From an optimization exercise on the open Yosys and OpenROAD flow, aimed at small area, a short achievable clock period and few clock cycles; shortcuts taken in it are not production practice. In this exercise RTL edits were held to simulation tests only and were not proved equivalent to the original.

<file path="design/flow/flow/run.sh">
#!/bin/bash
# Standard layout, with the timing repair aimed below the clock period and
# plain buffers on the ports.
set -euo pipefail
bash standard.sh finish SETUP_SLACK_MARGIN=6.5 "BUFFER_PORTS_ARGS=-buffer_cell sky130_fd_sc_hd__buf_1" > flow_orfs.log 2>&1
</file>
<file path="design/flow/standard.sh">
#!/bin/bash
# synth_recipe.tcl (not shown) runs the flow's synth.tcl, then flattens the netlist and writes it again
# the make line also repeats each setting of config.mk as NAME=value (left out here)
make -C /OpenROAD-flow-scripts/flow DESIGN_CONFIG=/design/flow/config.mk WORK_HOME=/design/flow/orfs CLKGATE_MAP_FILE= SYNTH_SCRIPT=/design/flow/synth_recipe.tcl "${@:-finish}"
</file>
<file path="design/flow/config.mk">
export PLATFORM = sky130hd
export DESIGN_NAME = rational_arithmetic_unit
export DESIGN_NICKNAME = rational_arithmetic_unit
export VERILOG_FILES = /design/flow/design.v
export SDC_FILE = /design/flow/constraint.sdc
export NUM_CORES = 4
export LEC_CHECK = 0
export CAP_MARGIN = 20
export CORE_MARGIN = 2
export CORE_UTILIZATION = 40
export SLEW_MARGIN = 20
</file>
<file path="design/flow/constraint.sdc">
create_clock -name core_clock -period 11.0 [get_ports {clk}]
set_input_delay 2.2000 -clock core_clock [delete_from_list [all_inputs] [get_ports {clk}]]
set_output_delay 2.2000 -clock core_clock [all_outputs]
set_load 0.01 [all_outputs]
</file>
<file path="design/flow/design.v">
`timescale 1ns / 1ps
package rau_pkg;
  localparam logic [1:0] ACT_REDUCE = 2'd0;
  localparam logic [1:0] ACT_ADD    = 2'd1;
  localparam logic [1:0] ACT_MUL    = 2'd2;
  localparam logic [1:0] ACT_EQUAL  = 2'd3;
endpackage
module rau_add #(
  parameter int W = 64
) (
  input  logic [W-1:0] a,
  input  logic [W-1:0] b,
  input  logic         cin,
  output logic [W-1:0] s,
  output logic         cout
);
  function automatic int levels(input int w);
    levels = 0;
    for (int i = 0; i < 31; i++) if ((1 << i) < w) levels = i + 1;
  endfunction
  localparam int L = levels(W);
  logic [W-1:0] g [0:L];
  logic [W-1:0] p [0:L];
  logic [W-1:0] p0;
  assign p0 = a ^ b;
  assign g[0] = {a[W-1:1] & b[W-1:1], (a[0] & b[0]) | (p0[0] & cin)};
  assign p[0] = p0;
  for (genvar l = 0; l < L; l++) begin : g_lv
    for (genvar i = 0; i < W; i++) begin : g_bit
      if (((i >> l) & 1) != 0) begin : g_node
        localparam int J = ((i >> l) << l) - 1;
        assign g[l+1][i] = g[l][i] | (p[l][i] & g[l][J]);
        assign p[l+1][i] = p[l][i] & p[l][J];
      end else begin : g_pass
        assign g[l+1][i] = g[l][i];
        assign p[l+1][i] = p[l][i];
      end
    end
  end
  assign s = p0 ^ {g[L][W-2:0], cin};
  assign cout = g[L][W-1];
endmodule
`timescale 1ns / 1ps
module rau_ctrl (
  input  logic               clk,
  input  logic               rst,
  input  logic               in_valid,
  output logic               in_stall,
  input  logic [1:0]         action,
  input  logic [31:0]        first_num,
  input  logic [31:0]        first_den,
  input  logic [31:0]        second_num,
  input  logic [31:0]        second_den,
  input  logic               take,       
  output logic               full,       
  output logic               pq_eq,      
  output logic               pq_eqv,     
  output logic [63:0]        p,          
  output logic [63:0]        q,          
  output logic               sp,         
  output logic               sq,         
  output logic               pfix        
);
  logic        ready, busy, last, is_add, is_red, flip_p, flip_q;
  logic [31:0] oa, ob;          
  logic [3:0]  cnt;
  logic [35:0] p_hi;
  logic [31:0] p_lo;
  logic [34:0] q_hi;
  logic [31:0] q_lo;
  assign in_stall = !ready;
  assign p = {p_hi[31:0], p_lo};
  assign q = {q_hi[31:0], q_lo};
  wire accept = in_valid && ready;
  wire prod_in = (action != rau_pkg::ACT_EQUAL);
  assign sp = is_add ? p_hi[31] : flip_p;
  assign sq = flip_q;
  assign pfix = is_add && p_hi[31];
  function automatic logic [2:0] bdec(input logic [2:0] b, input logic f);
    logic one, two;
    one = b[1] ^ b[0];
    two = (b == 3'b100) || (b == 3'b011);
    bdec = {one, two, (b[2] ^ f) && (one || two)};
  endfunction
  function automatic logic [35:0] bpp(input logic [31:0] x, input logic [2:0] d);
    logic [35:0] xe, m;
    xe = {{4{x[31]}}, x};
    m = d[2] ? xe : (d[1] ? {xe[34:0], 1'b0} : 36'd0);
    bpp = m ^ {36{d[0]}};
  endfunction
  logic [2:0] ka, kc, kq;       
  wire        add_in = (action == rau_pkg::ACT_ADD);
  wire        red_in = (action == rau_pkg::ACT_REDUCE);
  wire [31:0] pl_in = red_in ? 32'd1 : second_num;
  wire [31:0] ql_in = red_in ? 32'd1 : second_den;
  wire        fp_in = red_in ? first_num[31] :
                      (action == rau_pkg::ACT_MUL) && (first_num[31] ^ second_num[31]);
  wire        fq_in = red_in ? first_den[31] : (first_den[31] ^ second_den[31]);
  wire [2:0]  pd_n = accept ? {pl_in[1:0], 1'b0} : {p_lo[3:2], p_lo[1]};
  wire [2:0]  qd_n = accept ? {ql_in[1:0], 1'b0} : {q_lo[3:2], q_lo[1]};
  wire        add_n = accept ? add_in : is_add;
  wire        fp_n = accept ? fp_in : flip_p;
  wire        fq_n = accept ? fq_in : flip_q;
  always_ff @(posedge clk) begin
    ka <= bdec(add_n ? qd_n : pd_n, fp_n);
    kc <= add_n ? bdec(pd_n, fp_n) : 3'b000;
    kq <= bdec(qd_n, fq_n);
  end
  wire [35:0] ta = bpp(oa, ka);
  wire [35:0] tc = bpp(ob, kc);
  wire [35:0] tb = bpp(ob, kq);
  wire na = ka[0];
  wire nc = kc[0];
  wire nq = kq[0];
  wire [35:0] cs_s = p_hi ^ ta ^ tc;
  wire [35:0] cs_c = {(p_hi[34:0] & ta[34:0]) | (p_hi[34:0] & tc[34:0]) | (ta[34:0] & tc[34:0]), na};
  wire [35:0] psum;
  wire [34:0] qsum;
  rau_add #(.W(36)) u_p (.a(cs_s), .b(cs_c), .cin(nc), .s(psum), .cout());
  rau_add #(.W(35)) u_q (.a(q_hi), .b(tb[34:0]), .cin(nq), .s(qsum), .cout());
  wire full_n = (full && !take) || (accept && !prod_in) || (busy && last);
  wire busy_n = (busy && !last) || (accept && prod_in);
  always_ff @(posedge clk) begin
    if (rst) begin
      ready <= 1'b1;
      busy <= 1'b0;
      full <= 1'b0;
    end else begin
      ready <= !busy_n && !full_n;
      busy <= busy_n;
      full <= full_n;
    end
  end
  always_ff @(posedge clk) begin
    if (accept) begin
      is_add <= add_in;
      is_red <= red_in;
      flip_p <= fp_in;
      flip_q <= fq_in;
      pq_eq <= (action == rau_pkg::ACT_EQUAL);
      pq_eqv <= (first_num == second_num) && (first_den == second_den);
      oa <= first_num;
      ob <= first_den;
      cnt <= 4'd0;
      last <= (action == rau_pkg::ACT_REDUCE);
      p_hi <= 36'd0;
      q_hi <= 35'd0;
      p_lo <= pl_in;
      q_lo <= ql_in;
    end else if (busy && is_red) begin
      p_lo <= psum[31:0];
      q_lo <= qsum[31:0];
    end else if (busy) begin
      cnt <= cnt + 4'd1;
      last <= (cnt == 4'd14);
      p_hi <= {{2{psum[35]}}, psum[35:2]};
      p_lo <= {psum[1:0], p_lo[31:2]};
      q_hi <= {{2{qsum[34]}}, qsum[34:2]};
      q_lo <= {qsum[1:0], q_lo[31:2]};
    end
  end
endmodule
`timescale 1ns / 1ps
module rau_datapath (
  input  logic               clk,
  input  logic               rst,
  input  logic               full,
  input  logic               pq_eq,
  input  logic               pq_eqv,
  input  logic [63:0]        p,
  input  logic [63:0]        q,
  input  logic               sp,
  input  logic               sq,
  input  logic               pfix,
  output logic               take,       
  output logic               out_valid,
  input  logic               out_stall,
  output logic [63:0]        out_num,
  output logic [63:0]        out_den,
  output logic               is_equal,
  output logic               status
);
  logic        busy, up, mode, done, rdone, fix;
  logic [5:0]  s;
  logic [63:0] ra, rb;
  logic [63:0] xa, xb, ya, yb;
  localparam logic [1:0] MV_NONE = 2'd0, MV_SWAP = 2'd1, MV_UP2 = 2'd2, MV_DOWN = 2'd3;
  logic        l_sub, l_two;    
  logic [1:0]  l_mv;
  assign out_valid = busy && done;
  assign out_num = yb;
  assign out_den = xb;
  wire load = full && !fix && (!busy || (done && !out_stall));
  assign take = (load && !pfix) || fix;
  wire zz = (p == 64'd0) && (q == 64'd0);
  wire [63:0] d1;
  wire [64:0] d2;
  wire c1, c2, c4;
  rau_add #(.W(64)) u_d1 (.a(ra), .b(~rb), .cin(1'b1), .s(d1), .cout(c1));
  rau_add #(.W(65)) u_d2 (.a({1'b0, ra}), .b(~{rb, 1'b0}), .cin(1'b1), .s(d2), .cout(c2));
  rau_add #(.W(66)) u_c4 (.a({2'b0, ra}), .b(~{rb, 2'b0}), .cin(1'b1), .s(), .cout(c4));
  wire up_two = up && c4;               
  wire sub_two = up && c2 && !c4;       
  wire digit = !up_two && !sub_two;     
  wire sub_one = digit && c1;
  wire swap = digit && (s == 6'd0);
  wire [63:0] ra_n = sub_one ? d1 : ra;
  wire rem_zero = sub_one ? (ra == rb) : (ra == 64'd0);
  wire [63:0] xo = l_two ? {xb[62:0], 1'b0} : xb;
  wire [63:0] yo = l_two ? {yb[62:0], 1'b0} : yb;
  wire [63:0] xs, ys;
  rau_add #(.W(64)) u_xs (.a(xa), .b(xo ^ {64{mode}}), .cin(mode), .s(xs), .cout());
  rau_add #(.W(64)) u_ys (.a(ya), .b(yo ^ {64{mode}}), .cin(mode), .s(ys), .cout());
  wire [63:0] xa_n = l_sub ? xs : xa;
  wire [63:0] ya_n = l_sub ? ys : ya;
  always_ff @(posedge clk) begin
    if (rst) begin
      busy <= 1'b0;
    end else if (load) begin
      busy <= 1'b1;
    end else if (busy && done && !out_stall) begin
      busy <= 1'b0;
    end
  end
  always_ff @(posedge clk) begin
    fix <= load && pfix && !rst;
    l_sub <= 1'b0;
    l_two <= 1'b0;
    l_mv <= MV_NONE;
    if (load) begin
      rdone <= pq_eq || (!pfix && q == 64'd0);
      done <= pq_eq || (!pfix && q == 64'd0);
      s <= 6'd0;
      up <= 1'b1;
      is_equal <= pq_eq && pq_eqv;
      status <= !pq_eq && zz;
      mode <= sp ^ sq;
      ra <= pfix ? 64'd0 : p;
      rb <= pq_eq ? 64'd0 : (pfix ? p : q);
    end else if (fix) begin
      rdone <= (q == 64'd0);
      done <= (q == 64'd0);
      ra <= d1;
      rb <= q;
    end else if (rdone) begin
      done <= 1'b1;
    end else begin
      if (up_two) begin
        s <= s + 6'd2;
        rb <= {rb[61:0], 2'b0};
        l_mv <= MV_UP2;
      end else if (sub_two) begin
        up <= 1'b0;
        ra <= d2[63:0];
        l_sub <= 1'b1;
        l_two <= 1'b1;
      end else begin
        l_sub <= c1;
        if (swap) begin
          up <= 1'b1;
          rdone <= rem_zero;
          ra <= rb;
          rb <= ra_n;
          l_mv <= MV_SWAP;
        end else begin
          s <= s - 6'd1;
          up <= 1'b0;
          ra <= ra_n;
          rb <= {1'b0, rb[63:1]};
          l_mv <= MV_DOWN;
        end
      end
    end
  end
  always_ff @(posedge clk) begin
    if (load) begin
      xa <= 64'd1;
      xb <= 64'd0;
      ya <= 64'd0;
      yb <= (pq_eq || zz) ? 64'd0 : 64'd1;
    end else begin
      case (l_mv)
        MV_SWAP: begin
          xa <= xb;
          ya <= yb;
          xb <= xa_n;
          yb <= ya_n;
        end
        MV_UP2: begin
          xb <= {xb[61:0], 2'b0};
          yb <= {yb[61:0], 2'b0};
        end
        MV_DOWN: begin
          xa <= xa_n;
          ya <= ya_n;
          xb <= {xb[63], xb[63:1]};
          yb <= {yb[63], yb[63:1]};
        end
        default: begin
          xa <= xa_n;
          ya <= ya_n;
        end
      endcase
    end
  end
endmodule
`timescale 1ns / 1ps
module rational_arithmetic_unit #(
  parameter int OPERAND_WIDTH = 32
) (
  input  logic               clk,
  input  logic               rst,
  input  logic               in_valid,
  output logic               in_stall,
  input  logic [1:0]         action,
  input  logic signed [31:0] first_num,
  input  logic signed [31:0] first_den,
  input  logic signed [31:0] second_num,
  input  logic signed [31:0] second_den,
  output logic               out_valid,
  input  logic               out_stall,
  output logic signed [63:0] out_num,
  output logic signed [63:0] out_den,
  output logic               is_equal,
  output logic               status
);
  logic        take, full, pq_eq, pq_eqv, sp, sq, pfix;
  logic [63:0] p, q;
  rau_ctrl u_ctrl (.clk, .rst, .in_valid, .in_stall, .action, .first_num,
    .first_den, .second_num, .second_den, .take, .full, .pq_eq, .pq_eqv, .p, .q, .sp, .sq, .pfix);
  rau_datapath u_dp (.clk, .rst, .full, .pq_eq, .pq_eqv, .p, .q, .sp, .sq, .pfix, .take,
    .out_valid, .out_stall, .out_num, .out_den, .is_equal, .status);
endmodule
</file>
==> impl_metrics.env, run 1 <==
export IMPL_synth_fp_nets=6751
export IMPL_fp_row_count=133
export IMPL_reg2reg_slack_ns=6.28
export IMPL_syn_inst=6156
export IMPL_timing_rr_start="u_ctrl.ka[2]$_DFF_P_"
export IMPL_start_util_pct=40.2
export IMPL_pre_cts_slack_ns=5.43
export IMPL_drc=0
export IMPL_cts_tree="done"
export IMPL_worstSetupPathDepth=21
export IMPL_path_clk_slew_ns=0.06
export IMPL_rsz0062_at_grt="true"
export IMPL_hpwl_um=140000
export IMPL_cts_root_buf="clkbuf_16"
export IMPL_post_route_period_util_pct=43.0
export IMPL_drt_first_pass_iters=6
export IMPL_cts_sinks=619
export IMPL_grt_pass1_wl_um=314000
export IMPL_antenna_cells=0
export IMPL_skew_ns=0.0341
export IMPL_tightest_slew_ns=1.25
export IMPL_seq_area_frac_synth_pct=29.7
export IMPL_cts_hold_buf=0
export IMPL_yosysWarnings=17
export IMPL_start_kind="flop"
export IMPL_min_path_type="flop to flop"
export IMPL_crit_family="compound AO/OA/AOI/OAI gates"
export IMPL_setup_viol=0
export IMPL_routabilityCongestion=0.973
export IMPL_synth_cell_types=104
export IMPL_slowest_delay_ns=0.52
export IMPL_ff2ff_path_depth=21
export IMPL_numCtsBuffers=78
export IMPL_synth_area_um2=52800
export IMPL_grt_usage_pct=30.2
export IMPL_layout_setup_ws_ns=6.28
export IMPL_avgViaCountPerCell=6.34
export IMPL_synth_async_reset_ratio_pct=0
export IMPL_critPathRequiredTime_ns=11.63
export IMPL_grt_max_degree=171
export IMPL_fp_dieH_um=367
export IMPL_grt_pass1_vias=48467
export IMPL_dieArea_um2=135000
export IMPL_worstSetupEndpointType="flop"
export IMPL_yosysTopAreaCell="edfxtp_1"
export IMPL_ys_top_cells_by_area="edfxtp_1 (19%), dfxtp_1 (11%), ha_1 (9.2%), mux2i_1 (5.9%), xnor2_1 (5.6%)"
export IMPL_design_core_area_um2=131000
export IMPL_ys_top_cells_by_count="a21oi_1 (586), nand2_1 (572), nor2_1 (493)"
export IMPL_drive_gt1_share_pct=11.1
export IMPL_ys_seq_elements=619
export IMPL_routedWlPerCell_um=26.4
export IMPL_first_iter_violations=6052
export IMPL_postRouteWirelength_um=216000
export IMPL_cp_endpoint="u_ctrl.p_hi[30]$_SDFFE_PP0P_"
export IMPL_clock_fmax_mhz=212
export IMPL_arrival_ns=5.36
export IMPL_drv_slew=0
export IMPL_path_cells="buf_12 > nor2b_4 > buf_12 > buf_12 > a22oi_1 > xnor2_1 > fa_1 > ha_1 > a21o_1 > a21o_1 > a221o_1 > a211o_1 > a21oi_4 > o311ai_4 > a311oi_2 > buf_4 > o21bai_4 > a21o_1 > fa_2 > nand2_1 > a21oi_1"
export IMPL_hold_violations=0
export IMPL_r2r_end="u_ctrl.p_hi[30]$_SDFFE_PP0P_"
export IMPL_cpMaxStageDelayCell="fa_2"
export IMPL_synth_edf_count=328
export IMPL_nets=6966
export IMPL_tns_ns=0
export IMPL_worst_path_max_fanout=4
export IMPL_crit_buf_inv=4
export IMPL_overflow=0
export IMPL_synth_top_area_share_pct=18.6
export IMPL_htree_levels=3
export IMPL_max_cap_violations=0
export IMPL_ant_nets=0
export IMPL_syn_area_per_cell_um2=8.58
export IMPL_worst_setup_path_type="flop to flop"
export IMPL_areaGrowthSynthToFinish_pct=16.6
export IMPL_antenna_found_initial=9
export IMPL_synth_flop_cell="edfxtp_1"
export IMPL_status="no timing/DRC/antenna violations"
export IMPL_clk_latency_ns=0.72
export IMPL_clock_path_buffers=3
export IMPL_io_pins=266
export IMPL_period_needed_ns=4.72
export IMPL_vias=51895
export IMPL_critPathLaunch="u_ctrl.ka[2]$_DFF_P_"
export IMPL_relSlewSlack_pct=15.9
export IMPL_die_width_um=367
export IMPL_portBuffers=265
export IMPL_synth_most_common_cell="a21oi_1"
[per-layer routing]
| metal | vias up | share of wire (%) | global-route usage (%) |
|---|---|---|---|
| met5 | - | 0.043 | 0 |
| met4 | 16 | 6.4 | 15.7 |
| met3 | 665 | 10 | 6.64 |
| met2 | 2797 | 44 | 47.2 |
| met1 | 25178 | 39 | 38.8 |
| li1 | 23239 | - | - |
[worst min-delay path by stage]
stage / start / endpoint / slack (ns) / depth (start not counted)
after detailed placement: u_dp.xa[40]$_SDFFE_PP0N_ / u_dp.xa[40]$_SDFFE_PP0N_ / 0.47 / 2
after CTS: u_dp.xa[40]$_SDFFE_PP0N_ / u_dp.xa[40]$_SDFFE_PP0N_ / 0.48 / 2
after floorplan: u_dp.ya[50]$_SDFFE_PP0N_ / u_dp.ya[50]$_SDFFE_PP0N_ / 0.44 / 2
after global routing: u_dp.ya[29]$_SDFFE_PP0N_ / u_dp.ya[29]$_SDFFE_PP0N_ / 0.50 / 2
after global placement: u_dp.ya[50]$_SDFFE_PP0N_ / u_dp.ya[50]$_SDFFE_PP0N_ / 0.46 / 2
final: u_dp.xa[40]$_SDFFE_PP0N_ / u_dp.xa[40]$_SDFFE_PP0N_ / 0.48 / 2
[state kept, by name, indices dropped and copies added, names as in the netlist, 34 cells and up]
| register | count |
|---|---|
| u_dp.rb | 64 |
| u_dp.yb | 64 |
| u_dp.xa | 64 |
| u_ctrl.p_hi | 34 |
| u_dp.xb | 64 |
| u_dp.ya | 64 |
| u_dp.ra | 64 |
[stage by stage]
step | instance area (µm²) | util [%] | cells | hold WS, ns
floorplan | 53000 | - | 6156 | 0.443
detailed placement | 55300 | 42.1 | 7849 | 0.472
global placement | 55300 | 42.1 | 7849 | 0.460
CTS | 59900 | 45.6 | 8097 | 0.481
global route | 61600 | 46.9 | 8186 | 0.503
finish | 61600 | 46.9 | 8186 | 0.481
[logic make-up (layout without fill, tap and decap cells)]
kind of cell	after synthesis	after routing	synth area share, %
muxes	334	334	6.41
xor gates and xnor gates	542	542	8.99
AOI/OAI and AO/OA	2054	2054	25.5
adders and majority gates	461	461	11.9
and+or+nand+nor	1545	1550	13.0
DFF	619	619	29.7
buffers and inverters	601	871	4.44
[final cells by class]
class,count,area (µm²)
Clock inverter,35,434
Tap cell,1755,2200
Clock buffer,105,2210
Timing Repair Buffer,528,4140
Sequential cell,619,15700
Multi-Input combinational cell,4941,36100
Fill cell,12597,69700
Inverter,203,774
[cells in the final DEF, fill, tap and decap left out, drive strengths merged, types with 166 or more instances in the layout]
cell	synthesis	layout
mux2i	309	309
nor2	493	496
a21o	166	166
buf	108	501
xor2	205	205
ha	390	390
dfxtp	291	291
nand2	575	577
a21oi	590	590
a221oi	172	172
o21ai	487	487
inv	202	207
edfxtp	328	328
xnor2	337	337
[worst register-to-register path, delay by kind of cell, from the launching register on]
family,cells,cell delay (ns)
DFF,1,0.35
adders and majority gates,3,1.23
buffers and inverters,4,0.55
AOI/OAI and AO/OA,11,2.09
and+or+nand+nor,2,0.18
xor gates and xnor gates,1,0.27
[timing repair]
| action | CTS | global route |
|---|---|---|
| cloned | 25 | 9 |
| setup endpoints to repair | 543 | 444 |
| pin swaps | 57 | 110 |
| resized for setup | 149 | 186 |
| endpoints found under the hold margin | 0 | 0 |
| buffers inserted | 83 | 79 |
Testbench counts, summed over its fixed seeds: cycles 14,665.
==> run 2: changes to the inputs <==
--- a/design/flow/config.mk
+++ b/design/flow/config.mk
@@ -9,3 +9,3 @@
 export CORE_MARGIN = 2
-export CORE_UTILIZATION = 40
+export CORE_UTILIZATION = 55
 export SLEW_MARGIN = 20
==> run 2 against run 1 <==
  * Critical endpoint unchanged
  * Sequential share of layout area is 0.45 points higher
  * Via count is 0.91% lower
  * First-iteration DRC count is 7.3% lower
==> impl_metrics.env, run 2 <==
export IMPL_worst_path_max_fanout=5
export IMPL_htree_levels=3
export IMPL_synth_top_family_by_area="compound AO/OA/AOI/OAI gates"
export IMPL_io_pins=266
export IMPL_synthXorXnorAreaFrac_pct=8.99
export IMPL_rsz0062_at_grt="true"
export IMPL_seq_area_um2=15700
export IMPL_design_core_area_um2=95200
export IMPL_cts_root_buf="clkbuf_16"
export IMPL_synth_edf_count=328
export IMPL_final_cells=7688
export IMPL_overflow=0
export IMPL_wl_met1_um=81100
export IMPL_tightest_slew_ns=1.15
export IMPL_fp_dieH_um=314
export IMPL_cts_tree="done"
export IMPL_syn_area_per_cell_um2=8.58
export IMPL_routabilityCongestion=0.992
export IMPL_vias=51424
export IMPL_clk_latency_ns=0.69
export IMPL_postRouteWirelength_um=208000
export IMPL_highest_layer="met5"
export IMPL_drt_first_pass_iters=6
export IMPL_cts_hold_buf=0
export IMPL_dieArea_um2=98500
export IMPL_drv_slew=0
export IMPL_portBuffers=265
export IMPL_setup_viol=0
export IMPL_drive_gt1_share_pct=10.7
export IMPL_cts_sinks=619
export IMPL_fp_row_count=113
export IMPL_mostFrequentLayoutCells="nand2_1 (565), a21oi_1 (554), nor2_1 (480)"
export IMPL_grt_pass1_wl_um=303000
export IMPL_synth_adder_area_share_pct=11.9
export IMPL_start_util_pct=55.5
export IMPL_period_needed_ns=4.79
export IMPL_ant_nets=0
export IMPL_timing_hold_ws_ns=0.469
export IMPL_path_clk_slew_ns=0.06
export IMPL_antenna_found_initial=2
export IMPL_critPathRequiredTime_ns=11.60
export IMPL_final_common_cell="nand2_1"
export IMPL_wl_met2_um=92800
export IMPL_relSlewSlack_pct=23.1
export IMPL_ys_top_cells_by_area="edfxtp_1 (19%), dfxtp_1 (11%), ha_1 (9.2%), mux2i_1 (5.9%), xnor2_1 (5.6%)"
export IMPL_dr_wl_met3_um=18900
export IMPL_yosysWarnings=17
export IMPL_multiInputGateArea_um2=36000
export IMPL_clock_fmax_mhz=209
export IMPL_synth_flop_cell="edfxtp_1"
export IMPL_worst_setup_path_type="flop to flop"
export IMPL_yosys_area_share_simple_pct=13.0
export IMPL_start_kind="flop"
export IMPL_ys_top_cells_by_count="a21oi_1 (586), nand2_1 (572), nor2_1 (493)"
export IMPL_worstSetupEndpointType="flop"
export IMPL_skew_ns=0.0314
export IMPL_tns_ns=0
export IMPL_synth_compound_area_share_pct=25.5
export IMPL_ys_seq_elements=619
export IMPL_grt_max_degree=112
export IMPL_numCtsBuffers=79
export IMPL_place_inst=7364
export IMPL_arrival_ns=5.39
export IMPL_max_cap_violations=0
export IMPL_drc=0
export IMPL_synth_top_area_share_pct=18.6
export IMPL_seq_area_frac_synth_pct=29.7
export IMPL_nets=6953
export IMPL_synth_fp_nets=6751
export IMPL_hpwl_um=135000
export IMPL_synth_async_reset_ratio_pct=0
export IMPL_synth_most_common_cell="a21oi_1"
export IMPL_die_width_um=314
export IMPL_syn_inst=6156
export IMPL_routedWlPerCell_um=27.0
export IMPL_synth_area_mux_share_pct=6.41
export IMPL_grt_usage_pct=40.0
export IMPL_areaGrowthSynthToFinish_pct=14.6
export IMPL_synth_area_um2=52800
export IMPL_post_route_period_util_pct=43.5
export IMPL_synth_cell_types=104
export IMPL_hold_violations=0
export IMPL_grt_pass1_vias=47923
export IMPL_yosysTopAreaCell="edfxtp_1"
export IMPL_fillers=8319
export IMPL_first_iter_violations=5609
export IMPL_status="no timing/DRC/antenna violations"
export IMPL_antenna_cells=0
export IMPL_min_path_type="flop to flop"
export IMPL_avgViaCountPerCell=6.69
export IMPL_clock_path_buffers=3
[run 2: logic make-up (layout without fill, tap and decap cells)]
logic type	after synthesis	count (layout)
compound gates	2054	2055
xor+xnor	542	542
fa+ha+maj	461	461
buf+inv	601	866
flops	619	619
mux	334	334
simple gates	1545	1546
[run 2: path summary, 6_finish.rpt]
check        slack [ns]  depth (start not counted)                           end                     start
max                6.21                         19  u_ctrl.p_hi[30]$_SDFFE_PP0P_      u_ctrl.ka[2]$_DFF_P_
min                0.47                          2      u_dp.ya[50]$_SDFFE_PP0N_  u_dp.ya[50]$_SDFFE_PP0N_
max reg2reg        6.21                         19  u_ctrl.p_hi[30]$_SDFFE_PP0P_      u_ctrl.ka[2]$_DFF_P_
min reg2reg        0.47                          2      u_dp.ya[50]$_SDFFE_PP0N_  u_dp.ya[50]$_SDFFE_PP0N_
[run 2: area by class of cell]
type / count / share of cell area, %
multi-input cells: 4938 / 59.5
well taps: 1265 / 2.61
inverters: 203 / 1.28
clock inverters: 31 / 0.512
clock buffers: 115 / 3.69
flip-flops and latches: 619 / 25.9
repair buffers: 517 / 6.48
[run 2: critical path, stage by stage, from the launching register on]
cell	delay, ns
dfxtp_4	0.35
buf_12	0.13
nor2b_4	0.17
buf_4	0.17
buf_16	0.12
a22oi_1	0.10
xnor2_1	0.23
fa_1	0.50
ha_4	0.25
and4_1	0.20
a221o_1	0.37
a211o_1	0.29
a21oi_4	0.20
o311ai_4	0.12
a311oi_2	0.40
o21bai_1	0.17
a21o_1	0.21
fa_2	0.52
nand2_1	0.06
a21oi_2	0.16
[run 2: layer usage]
metal,vias to the layer above,GRT usage (%)
li1,23218,-
met1,24783,51.9
met2,2773,62.4
met3,644,6.26
met4,6,24.8
met5,-,0.725
[run 2: stage by stage]
stage | setup WS (ns) | cell area, µm² | util [%]
2_1_floorplan | 6.47 | 53000 | -
5_1_grt | 6.02 | 60600 | 63.6
3_3_place_gp | 5.04 | 54600 | 57.4
6_report | 6.21 | 60600 | 63.6
4_1_cts | 6.28 | 58900 | 61.9
3_5_place_dp | 5.01 | 54700 | 57.5
[run 2: timing repair]
item / 4_1_cts / 5_1_grt
resized for setup: 147 / 172
cloned: 16 / 9
setup buffers: 59 / 94
pin swaps: 48 / 119
endpoints found under the hold margin: 0 / 0
endpoints found under the setup margin: 484 / 273
==> run 3: changes to the inputs <==
==> design/flow/flow/run.sh (replaced) <==
#!/bin/bash
# Standard layout, with the timing repair aimed below the clock period and
# plain buffers on the ports.
set -euo pipefail
bash standard.sh finish SETUP_SLACK_MARGIN=6 "BUFFER_PORTS_ARGS=-buffer_cell sky130_fd_sc_hd__buf_1" > flow_orfs.log 2>&1
--- a/design/flow/config.mk
+++ b/design/flow/config.mk
@@ -9,3 +9,3 @@
 export CORE_MARGIN = 2
-export CORE_UTILIZATION = 55
+export CORE_UTILIZATION = 40
 export SLEW_MARGIN = 20
==> run 3 against run 2 <==
  * Setup slack worse by 0.18 ns
  * Highest routed layer is now met4
  * Maximum frequency down 3.7%
  * Still clean
  * Die area up 37%
  * Final cell count up 4.6%
==> impl_metrics.env, run 3 <==
export IMPL_status="no timing/DRC/antenna violations"
export IMPL_timing_rr_start="u_ctrl.kq[1]$_DFF_P_"
export IMPL_tns_ns=0
export IMPL_portBuffers=265
export IMPL_drv_slew=0
export IMPL_worst_path_max_fanout=5
export IMPL_dr_wl_met3_um=17300
export IMPL_fp_row_count=133
export IMPL_ys_seq_elements=619
export IMPL_placed_area_um2=55200
export IMPL_rsz0062_at_grt="true"
export IMPL_syn_inst=6156
export IMPL_critPathRequiredTime_ns=11.62
export IMPL_period_needed_ns=4.97
export IMPL_ys_top_cells_by_area="edfxtp_1 (19%), dfxtp_1 (11%), ha_1 (9.2%), mux2i_1 (5.9%), xnor2_1 (5.6%)"
export IMPL_fillers=12811
export IMPL_hpwl_um=140000
export IMPL_cts_tree="done"
export IMPL_synth_cell_types=104
export IMPL_drt_first_pass_iters=7
export IMPL_synth_async_reset_ratio_pct=0
export IMPL_numCtsBuffers=78
export IMPL_grt_usage_pct=29.1
export IMPL_ff2ff_path_depth=19
export IMPL_first_iter_violations=5357
export IMPL_final_cell_area_um2=58800
export IMPL_skew_ns=0.0394
export IMPL_seq_area_um2=15700
export IMPL_antenna_found_initial=0
export IMPL_clk_latency_ns=0.72
export IMPL_cts_root_buf="clkbuf_16"
export IMPL_wl_met2_um=92000
export IMPL_hp_start="u_dp.ya[50]$_SDFFE_PP0N_"
export IMPL_multiInputGateArea_um2=35200
export IMPL_final_common_cell="a21oi_1"
export IMPL_min_path_type="flop to flop"
export IMPL_r2r_end="u_ctrl.q_hi[30]$_SDFFE_PP0P_"
export IMPL_synth_top_area_share_pct=18.6
export IMPL_routabilityCongestion=0.965
export IMPL_clock_fmax_mhz=201
export IMPL_hold_depth=2
export IMPL_avgViaCountPerCell=6.27
export IMPL_worstSetupEndpointType="flop"
export IMPL_synth_area_um2=52800
export IMPL_fp_dieH_um=367
export IMPL_highest_layer="met4"
export IMPL_relSlewSlack_pct=18.9
export IMPL_grt_pass1_wl_um=304000
export IMPL_synth_flop_cell="edfxtp_1"
export IMPL_drive_gt1_share_pct=6.89
export IMPL_yosysTopAreaCell="edfxtp_1"
export IMPL_tightest_slew_ns=1.22
export IMPL_hold_violations=0
export IMPL_place_inst=7847
export IMPL_start_util_pct=40.2
export IMPL_synth_fp_nets=6751
export IMPL_worst_setup_path_type="flop to flop"
export IMPL_vias=50396
export IMPL_syn_area_per_cell_um2=8.58
export IMPL_clock_path_buffers=3
export IMPL_die_width_um=367
export IMPL_synth_most_common_cell="a21oi_1"
export IMPL_postRouteWirelength_um=206000
export IMPL_dieArea_um2=135000
export IMPL_min_to="u_dp.ya[50]$_SDFFE_PP0N_"
export IMPL_reg2reg_slack_ns=6.03
export IMPL_post_route_period_util_pct=45.2
export IMPL_drc=0
export IMPL_ys_top_cells_by_count="a21oi_1 (586), nand2_1 (572), nor2_1 (493)"
export IMPL_final_cells=8043
export IMPL_io_pins=266
export IMPL_setup_viol=0
export IMPL_design_core_area_um2=131000
export IMPL_path_clk_slew_ns=0.06
export IMPL_cts_sinks=619
export IMPL_overflow=0
export IMPL_areaGrowthSynthToFinish_pct=11.4
export IMPL_routedWlPerCell_um=25.6
export IMPL_critPathLaunch="u_ctrl.kq[1]$_DFF_P_"
export IMPL_start_kind="flop"
export IMPL_mostFrequentLayoutCells="a21oi_1 (582), nand2_1 (568), nor2_1 (485)"
export IMPL_nets=6817
export IMPL_cts_hold_buf=0
export IMPL_grt_pass1_vias=47123
export IMPL_arrival_ns=5.59
export IMPL_grt_max_degree=217
export IMPL_htree_levels=3
export IMPL_wl_met1_um=84200
export IMPL_yosysWarnings=17
export IMPL_seq_area_frac_synth_pct=29.7
export IMPL_max_cap_violations=0
export IMPL_ant_nets=0
export IMPL_synth_edf_count=328
-- run 3: cells by family after synthesis --
logic type | Yosys count | synth area share [%]
multiplexers | 334 | 6.41
XOR/XNOR | 542 | 8.99
adder cells (fa/ha/maj) | 461 | 11.9
AND/OR/NAND/NOR | 1545 | 13.0
flip-flops | 619 | 29.7
buffers and inverters | 601 | 4.44
AO/OA/AOI/OAI | 2054 | 25.5
-- run 3: through the flow --
stage	utilization, %	hold slack (ns)	setup slack [ns]
finish	44.8	0.482	6.03
global route	44.8	0.500	5.85
CTS	44.4	0.481	5.95
detailed placement	42.0	0.472	4.69
global placement	42.0	0.453	4.80
floorplan	-	0.443	6.00
-- run 3: layout make-up --
cell class                 count  share of cell area (%)
antenna                        2                 0.00851
clock buffer                 101                    3.65
clock inverter                43                   0.921
inverter                     203                    1.32
multi-input combinational   4938                    59.8
sequential                   619                    26.7
tap                         1755                    3.73
timing repair buffer         382                    3.86
-- run 3: worst max-delay path by stage --
stage / end / slack [ns] / cells after the start
floorplan: u_ctrl.p_hi[31]$_SDFFE_PP0P_ / 6.00 / 19
global placement: u_ctrl.p_hi[31]$_SDFFE_PP0P_ / 4.80 / 18
detailed placement: u_ctrl.p_hi[31]$_SDFFE_PP0P_ / 4.69 / 18
CTS: u_ctrl.p_hi[31]$_SDFFE_PP0P_ / 5.95 / 19
global route: u_ctrl.q_hi[30]$_SDFFE_PP0P_ / 5.85 / 20
finish: u_ctrl.q_hi[30]$_SDFFE_PP0P_ / 6.03 / 19
-- run 3: critical path, stage by stage, from the launching register on --
cell       delay [ns]
dfxtp_1          0.48
nor2b_4          0.27
a22oi_1          0.11
xnor2_1          0.23
ha_1             0.27
nor2b_1          0.13
o21a_1           0.19
o21ai_2          0.15
a32oi_2          0.17
a221o_1          0.49
a21oi_4          0.26
a211oi_1         0.13
o31ai_2          0.40
nor2_1           0.15
a2111oi_4        0.31
nor2b_1          0.18
o21a_1           0.21
nor2_2           0.13
fa_1             0.42
a211oi_1         0.19
-- run 3: timing repair --
| item | 4_1_cts | 5_1_grt |
|---|---|---|
| pin swaps | 6 | 17 |
| endpoints found under the setup margin | 385 | 234 |
| resized for setup | 46 | 50 |
| setup buffers | 17 | 25 |
| cloned | 4 | 3 |
-- run 3: layer usage --
layer / GRT usage (%) / up-vias
met5: 0 / -
met4: 16.0 / 0
met3: 5.17 / 512
met2: 45.4 / 2488
met1: 38.2 / 24466
li1: - / 22930

[what the ideal ports hide]
How much do the figures lean on ideal ports? The routed layouts below were timed once more, with nothing changed but the port constraints.
Step 1 sets driving cells, clkbuf_16 on the clock port and buf_2 on the other inputs (assumed; they add their load-dependent delay and slew).
Step 2 adds t to the input delays and takes it off the output delays; t is the mean of the earliest and latest rising clock arrival at the registers after step 1. Input paths then give back, and output paths get back, about the clock's delay inside the block.
Slacks: ideal / step 1 / step 2; pairs: ideal / step 1.
run	t, ns	setup WS [ns]	worst register clock-pin slew, ns
run 1	0.784	6.275 / 6.275 / 5.819	0.07 / 0.07
run 2	0.755	6.210 / 6.210 / 5.891	0.07 / 0.07
run 3	0.781	6.026 / 6.026 / 5.531	0.07 / 0.07
After both steps setup and hold are still met in every run listed. For run 3, which loses most, drivers alone change the setup slack by 0.000 ns; drivers and shift together by -0.495 ns.
